This is an optimization exercise on Yosys and OpenROAD, whose aim is small area, not a production implementation. Function was checked by simulation only, so behaviour that the tests miss may differ from the original. The flow treats the clock pin as an ideal source, which a real chip does not have. Power is estimated from default activity; no workload was simulated.

Setup of the previous run:
==> module page_swap_slot_manager, before the edit <==
module page_swap_slot_manager (
  input  logic                clk,
  input  logic                rst,
  input  logic                req_valid,
  output logic                req_ready,
  input  logic [1:0]          req_opcode,
  input  logic [PAGE_W-1:0]   req_page_number,
  input  logic [FRAME_W-1:0]  req_frame_number,
  input  logic                req_load_valid,
  output logic                rsp_valid,
  input  logic                rsp_ready,
  output logic [OUT_W-1:0]    rsp_victim_page,
  output logic [OUT_W-1:0]    rsp_swap_slot,
  output logic [1:0]          rsp_status
);
  logic [NUM_PAGES-1:0]  v_ring;
  logic [LOC_W-1:0]      loc_ring [NUM_PAGES];
  logic [SWAP_SLOTS-1:0] s_ring;
  logic              v_head, s_head;
  logic [LOC_W-1:0]  loc_head;
  logic              v_new, s_new;
  logic [LOC_W-1:0]  loc_new;
  logic [PAGE_W-1:0] hcnt;       
  logic              clr;        
  logic [PAGE_W-1:0] ptr;        
  logic              busy;       
  logic              fscan;      
  logic              sscan;      
  logic              sk;         
  logic              upd;        
  logic [SLOT_W-1:0] slot_r;     
  logic [1:0]        last_op;    
  logic              fail;       
  assign v_head   = v_ring[NUM_PAGES-1];
  assign s_head   = s_ring[SWAP_SLOTS-1];
  assign loc_head = loc_ring[NUM_PAGES-1];
  logic idle, at_page, at_ptr, at_slot, at_zero, at_last;
  logic take, take_find, take_load, take_in, take_out;
  logic scanning, found_free, find_on, found_valid, find_fail;
  assign fscan   = busy && (last_op == OP_FIND);
  assign upd     = busy && (last_op != OP_FIND);
  assign idle    = !clr && !rsp_valid && !busy && !sscan;
  assign at_page = (hcnt == req_page_number);
  assign at_ptr  = (hcnt == ptr);
  assign at_slot = (hcnt == slot_r);
  assign at_zero = (hcnt == '0);
  assign at_last = &hcnt;
  always_comb begin
    case (req_opcode)
      OP_FIND:     req_ready = idle && at_ptr;
      OP_SWAP_OUT: req_ready = idle && at_page && sk;
      default:     req_ready = idle && at_page;
    endcase
  end
  assign take      = req_valid && req_ready;
  assign take_find = take && (req_opcode == OP_FIND);
  assign take_out  = take && (req_opcode == OP_SWAP_OUT);
  assign take_in   = take && (req_opcode == OP_SWAP_IN);
  assign take_load = take && (req_opcode == OP_LOAD);
  assign scanning   = sscan || (idle && req_valid && (req_opcode == OP_SWAP_OUT) && !sk && at_zero);
  assign found_free = scanning && !s_head;
  assign find_on     = take_find || fscan;
  assign found_valid = find_on && v_head;
  assign find_fail   = fscan && at_ptr;
  always_comb begin
    v_new   = v_head;
    loc_new = loc_head;
    s_new   = s_head;
    if (take_load) begin
      v_new   = req_load_valid;
      loc_new = LOC_W'(req_frame_number);
    end
    if (take_in) begin
      v_new   = 1'b1;
      loc_new = LOC_W'(req_frame_number);
    end
    if (take_out && !fail) begin
      v_new   = 1'b0;
      loc_new = slot_r;
    end
    if (upd && at_slot) s_new = last_op[0];    
    if (clr) begin
      v_new   = 1'b0;
      loc_new = '0;
      s_new   = 1'b0;
    end
  end
  always_ff @(posedge clk) begin
    v_ring <= {v_ring[NUM_PAGES-2:0], v_new};
    s_ring <= {s_ring[SWAP_SLOTS-2:0], s_new};
    loc_ring[0] <= loc_new;
    for (int i = 1; i < NUM_PAGES; i++) loc_ring[i] <= loc_ring[i-1];
  end
  always_ff @(posedge clk) begin
    if (rst) begin
      hcnt      <= PAGE_W'(1);
      clr       <= 1'b1;
      busy      <= 1'b0;
      sscan     <= 1'b0;
      sk        <= 1'b0;
      rsp_valid <= 1'b0;
    end else begin
      hcnt <= hcnt + 1'b1;
      if (clr && at_zero) clr <= 1'b0;
      if (scanning) begin
        if (!s_head) begin
          sscan <= 1'b0;
          sk    <= 1'b1;
        end else if (at_last) begin
          sscan <= 1'b0;
          sk    <= 1'b1;
        end else begin
          sscan <= 1'b1;
        end
      end
      if (upd && at_slot) busy <= 1'b0;
      if (take_in || (take_out && !fail)) busy <= 1'b1;
      if (take) sk <= 1'b0;
      if (found_valid || find_fail) busy <= 1'b0;
      else if (take_find) busy <= 1'b1;
      if (rsp_valid && rsp_ready) rsp_valid <= 1'b0;
      if ((take && !take_find) || found_valid || find_fail) rsp_valid <= 1'b1;
    end
  end
  always_ff @(posedge clk) begin
    if (found_valid || clr) ptr <= hcnt;
    if (scanning) begin
      slot_r <= hcnt;
      fail   <= s_head;
    end
    if (take_in) slot_r <= loc_head;
    if (take) begin
      last_op <= req_opcode;
      if (!take_out) fail <= 1'b0;
    end
    if (find_fail) fail <= 1'b1;
  end
  logic show_ptr, show_slot;
  assign show_ptr        = !last_op[1] && !last_op[0] && !fail;    
  assign show_slot       = (last_op[1] ^ last_op[0]) && !fail;     
  assign rsp_victim_page = show_ptr  ? ptr    : '0;
  assign rsp_swap_slot   = show_slot ? slot_r : '0;
  assign rsp_status      = {fail && last_op[0], fail && !last_op[0]};
endmodule
clock: 10.0 ns
lec_check: 0
cap_margin: 20
core_margin: 2
core_utilization: 60
place_density: 0.7
slew_margin: 20
standard.sh (not shown) runs the stock make flow with config.mk's settings and CLKGATE_MAP_FILE= SYNTH_SCRIPT=/design/flow/synth_recipe.tcl, a recipe that flattens the netlist after the stock synthesis.
==> flow/flow/run.sh <==
#!/bin/bash
# standard layout with these changes: CTS without dummy loads and with clkbuf_8 clusters of
# up to 22 registers, port buffers as buf_1, and after CTS a downsizing of gates with slack
# to spare (flow/post_cts.tcl)
set -euo pipefail
export CTS_ARGS="-sink_clustering_enable -repair_clock_nets -dont_use_dummy_load -sink_clustering_size 22 -sink_clustering_max_diameter 50 -buf_list {sky130_fd_sc_hd__clkbuf_8}"
export BUFFER_PORTS_ARGS="-buffer_cell sky130_fd_sc_hd__buf_1"
export POST_CTS_TCL="$PWD/flow/post_cts.tcl"
bash standard.sh > standard.log 2>&1
==> flow/flow/post_cts.tcl <==
# after CTS: downsize gates that have timing slack to spare, then repair slew and
# capacitance again and legalise the placement
estimate_parasitics -placement
repair_timing -recover_power 100 -verbose
repair_design -cap_margin 20 -slew_margin 20 -verbose
detailed_placement
check_placement -verbose
The previous run: all stages complete, timing, DRC and antenna checks passed
--- input diff the previous run..the current run ---
diff --git a/flow/design.v b/flow/design.v
--- a/flow/design.v
+++ b/flow/design.v
@@ -70,7 +70,6 @@
   logic [PAGE_W-1:0] hcnt;       
   logic              clr;        
   logic [PAGE_W-1:0] ptr;        
-  logic              busy;       
   logic              fscan;      
   logic              sscan;      
   logic              sk;         
@@ -84,9 +83,7 @@
   logic idle, at_page, at_ptr, at_slot, at_zero, at_last;
   logic take, take_find, take_load, take_in, take_out;
   logic scanning, found_free, find_on, found_valid, find_fail;
-  assign fscan   = busy && (last_op == OP_FIND);
-  assign upd     = busy && (last_op != OP_FIND);
-  assign idle    = !clr && !rsp_valid && !busy && !sscan;
+  assign idle    = !clr && !rsp_valid && !fscan && !sscan && !upd;
   assign at_page = (hcnt == req_page_number);
   assign at_ptr  = (hcnt == ptr);
   assign at_slot = (hcnt == slot_r);
@@ -142,9 +139,10 @@
     if (rst) begin
       hcnt      <= PAGE_W'(1);
       clr       <= 1'b1;
-      busy      <= 1'b0;
+      fscan     <= 1'b0;
       sscan     <= 1'b0;
       sk        <= 1'b0;
+      upd       <= 1'b0;
       rsp_valid <= 1'b0;
     end else begin
       hcnt <= hcnt + 1'b1;
@@ -160,11 +158,16 @@
           sscan <= 1'b1;
         end
       end
-      if (upd && at_slot) busy <= 1'b0;
-      if (take_in || (take_out && !fail)) busy <= 1'b1;
+      if (upd && at_slot) upd <= 1'b0;
+      if (take_in || (take_out && !fail)) upd <= 1'b1;
       if (take) sk <= 1'b0;
-      if (found_valid || find_fail) busy <= 1'b0;
-      else if (take_find) busy <= 1'b1;
+      if (found_valid) begin
+        fscan <= 1'b0;
+      end else if (find_fail) begin
+        fscan <= 1'b0;
+      end else if (take_find) begin
+        fscan <= 1'b1;
+      end
       if (rsp_valid && rsp_ready) rsp_valid <= 1'b0;
       if ((take && !take_find) || found_valid || find_fail) rsp_valid <= 1'b1;
     end
[summary]
Compared to the previous run, the current run has design area about 0.3% higher. Per the comparison of the current run with the previous run, number of multi-input combinational cells in the layout saw a decrease; clock network fraction of total power decreased 0.5 points; synthesized area per cell increased by 0.56% relative to the old numbers; weighted congestion at the end of routability-driven global placement went up 0.053; clock insertion delay at the later pin of the skew report up 20 ps. Sort the previous run and the current run by power per cell area, descending, and the current run comes first.

page_swap_slot_manager, a different RTL version from the one above (not shown whole).
For scale: about 540 flip-flops, about 34 I/O pins, roughly 12000 um^2 of cells after synthesis.
==> module page_swap_slot_manager, before the edit <==
module page_swap_slot_manager (
  input  logic                clk,
  input  logic                rst,
  input  logic                req_valid,
  output logic                req_ready,
  input  logic [1:0]          req_opcode,
  input  logic [PAGE_W-1:0]   req_page_number,
  input  logic [FRAME_W-1:0]  req_frame_number,
  input  logic                req_load_valid,
  output logic                rsp_valid,
  input  logic                rsp_ready,
  output logic [OUT_W-1:0]    rsp_victim_page,
  output logic [OUT_W-1:0]    rsp_swap_slot,
  output logic [1:0]          rsp_status
);
  logic [NUM_PAGES-1:0]  v_ring;
  logic [LOC_W-1:0]      loc_ring [NUM_PAGES];
  logic [SWAP_SLOTS-1:0] s_ring;
  logic              v_head, s_head;
  logic [LOC_W-1:0]  loc_head;
  logic              v_new, s_new;
  logic [LOC_W-1:0]  loc_new;
  logic [PAGE_W-1:0] hcnt;       
  logic              clr;        
  logic [PAGE_W-1:0] ptr;        
  logic              fscan;      
  logic              sscan;      
  logic              sk;         
  logic              sfull;      
  logic              upd;        
  logic [SLOT_W-1:0] slot_r;     
  logic [1:0]        last_op;    
  logic              fail;       
  assign v_head   = v_ring[NUM_PAGES-1];
  assign s_head   = s_ring[SWAP_SLOTS-1];
  assign loc_head = loc_ring[NUM_PAGES-1];
  logic idle, at_page, at_ptr, at_slot, at_last;
  logic take, take_find, take_load, take_in, take_out;
  logic scanning, found_free, find_on, found_valid, find_fail;
  assign idle    = !clr && !rsp_valid && !fscan && !sscan && !upd;
  assign at_page = (hcnt == req_page_number);
  assign at_ptr  = (hcnt == ptr);
  assign at_slot = (hcnt == slot_r);
  assign at_last = &hcnt;
  always_comb begin
    case (req_opcode)
      OP_FIND:     req_ready = idle && at_ptr;
      OP_SWAP_OUT: req_ready = idle && at_page && sk;
      default:     req_ready = idle && at_page;
    endcase
  end
  assign take      = req_valid && req_ready;
  assign take_find = take && (req_opcode == OP_FIND);
  assign take_out  = take && (req_opcode == OP_SWAP_OUT);
  assign take_in   = take && (req_opcode == OP_SWAP_IN);
  assign take_load = take && (req_opcode == OP_LOAD);
  assign scanning   = sscan || (idle && req_valid && (req_opcode == OP_SWAP_OUT) && !sk && (hcnt == '0));
  assign found_free = scanning && !s_head;
  assign find_on     = take_find || fscan;
  assign found_valid = find_on && v_head;
  assign find_fail   = fscan && at_ptr;
  always_comb begin
    v_new   = v_head;
    loc_new = loc_head;
    s_new   = s_head;
    if (take_load) begin
      v_new   = req_load_valid;
      loc_new = LOC_W'(req_frame_number);
    end
    if (take_in) begin
      v_new   = 1'b1;
      loc_new = LOC_W'(req_frame_number);
    end
    if (take_out && !sfull) begin
      v_new   = 1'b0;
      loc_new = slot_r;
    end
    if (upd && at_slot) s_new = (last_op == OP_SWAP_OUT);
    if (clr) begin
      v_new   = 1'b0;
      loc_new = '0;
      s_new   = 1'b0;
    end
  end
  always_ff @(posedge clk) begin
    v_ring <= {v_ring[NUM_PAGES-2:0], v_new};
    s_ring <= {s_ring[SWAP_SLOTS-2:0], s_new};
    loc_ring[0] <= loc_new;
    for (int i = 1; i < NUM_PAGES; i++) loc_ring[i] <= loc_ring[i-1];
  end
  always_ff @(posedge clk) begin
    if (rst) begin
      hcnt      <= '0;
      clr       <= 1'b1;
      ptr       <= '0;
      fscan     <= 1'b0;
      sscan     <= 1'b0;
      sk        <= 1'b0;
      upd       <= 1'b0;
      rsp_valid <= 1'b0;
    end else begin
      hcnt <= hcnt + 1'b1;
      if (clr && at_last) clr <= 1'b0;
      if (scanning) begin
        if (!s_head) begin
          sscan <= 1'b0;
          sk    <= 1'b1;
        end else if (at_last) begin
          sscan <= 1'b0;
          sk    <= 1'b1;
        end else begin
          sscan <= 1'b1;
        end
      end
      if (upd && at_slot) upd <= 1'b0;
      if (take_in || (take_out && !sfull)) begin
        upd <= 1'b1;
        sk  <= 1'b0;
      end
      if (found_valid) begin
        ptr   <= hcnt;
        fscan <= 1'b0;
      end else if (find_fail) begin
        fscan <= 1'b0;
      end else if (take_find) begin
        fscan <= 1'b1;
      end
      if (rsp_valid && rsp_ready) rsp_valid <= 1'b0;
      if ((take && !take_find) || found_valid || find_fail) rsp_valid <= 1'b1;
    end
  end
  always_ff @(posedge clk) begin
    if (scanning) begin
      slot_r <= hcnt;
      sfull  <= s_head;
    end
    if (take_in) slot_r <= loc_head;
    if (take) begin
      last_op <= req_opcode;
      fail    <= take_out && sfull;
    end
    if (find_fail) fail <= 1'b1;
  end
  always_comb begin
    rsp_victim_page = '0;
    rsp_swap_slot   = '0;
    rsp_status      = ST_DONE;
    case (last_op)
      OP_FIND: begin
        if (fail) rsp_status = ST_NO_VALID;
        else      rsp_victim_page = ptr;
      end
      OP_SWAP_OUT: begin
        if (fail) rsp_status = ST_SWAP_FULL;
        else      rsp_swap_slot = slot_r;
      end
      OP_SWAP_IN: rsp_swap_slot = slot_r;
      default: ;
    endcase
  end
endmodule
export LEC_CHECK = 0
export CAP_MARGIN = 20
export CORE_MARGIN = 2
export CORE_UTILIZATION = 60
export PLACE_DENSITY = 0.7
export SLEW_MARGIN = 20
create_clock -name core_clock -period 10.0 [get_ports {clk}]
==> flow/flow/run.sh <==
#!/bin/bash
# standard layout with two changes: CTS without dummy loads, and port buffers as buf_1
set -euo pipefail
export CTS_ARGS="-sink_clustering_enable -repair_clock_nets -dont_use_dummy_load -sink_clustering_size 22 -sink_clustering_max_diameter 50 -buf_list {sky130_fd_sc_hd__clkbuf_8}"
export BUFFER_PORTS_ARGS="-buffer_cell sky130_fd_sc_hd__buf_1"
bash standard.sh > standard.log 2>&1
Next try:
--- a/flow/design.v
+++ b/flow/design.v
@@ -73,7 +73,6 @@
   logic              fscan;      
   logic              sscan;      
   logic              sk;         
-  logic              sfull;      
   logic              upd;        
   logic [SLOT_W-1:0] slot_r;     
   logic [1:0]        last_op;    
@@ -118,7 +117,7 @@
       v_new   = 1'b1;
       loc_new = LOC_W'(req_frame_number);
     end
-    if (take_out && !sfull) begin
+    if (take_out && !fail) begin
       v_new   = 1'b0;
       loc_new = slot_r;
     end
@@ -160,10 +159,8 @@
         end
       end
       if (upd && at_slot) upd <= 1'b0;
-      if (take_in || (take_out && !sfull)) begin
-        upd <= 1'b1;
-        sk  <= 1'b0;
-      end
+      if (take_in || (take_out && !fail)) upd <= 1'b1;
+      if (take) sk <= 1'b0;
       if (found_valid) begin
         ptr   <= hcnt;
         fscan <= 1'b0;
@@ -179,12 +176,12 @@
   always_ff @(posedge clk) begin
     if (scanning) begin
       slot_r <= hcnt;
-      sfull  <= s_head;
+      fail   <= s_head;
     end
     if (take_in) slot_r <= loc_head;
     if (take) begin
       last_op <= req_opcode;
-      fail    <= take_out && sfull;
+      if (!take_out) fail <= 1'b0;
     end
     if (find_fail) fail <= 1'b1;
   end
=> Utilization went down by 0.12 points; global-route usage went down by 0.20 points; hold slack degrades by 0.0038 ns; area after synthesis went down by 0.61%; clock skew went down by 0.036 ns; total power went down by 0.60%; register-to-register slack barely changes; sequential cell count went down by 1.

[re-timing with driven ports]
No port has a modelled driver above. Below, the same layouts with a new extraction and two added sets of constraints. Step 1 assumes that a clkbuf_16 drives the clock port and a buf_2 every other input. Step 2 also shifts input and output timing later by t, the mid clock arrival at the registers, as if the neighbouring blocks saw the same clock. Slacks: no drivers / after step 1 / after step 2; pairs: no drivers / after step 1.
run	t, ns	setup WS [ns]	worst hold slack (ns)	slew at the worst register clock pin (ns)	worst data-port slew with drivers (ns)
the previous run	0.597	4.661 / 4.624 / 4.624	0.286 / 0.286 / 0.286	0.12 / 0.12	0.05
the current run	0.601	4.364 / 4.335 / 4.335	0.250 / 0.250 / 0.250	0.12 / 0.12	0.04
the first run of note 2	0.598	4.458 / 4.434 / 4.434	0.292 / 0.292 / 0.292	0.12 / 0.12	0.07
the second run of note 2	0.607	4.362 / 4.329 / 4.329	0.288 / 0.288 / 0.288	0.12 / 0.12	0.03
After both steps setup and hold are still met in every run listed. For the previous run, which loses most, drivers alone change the setup slack by -0.037 ns; drivers and shift together by -0.037 ns.
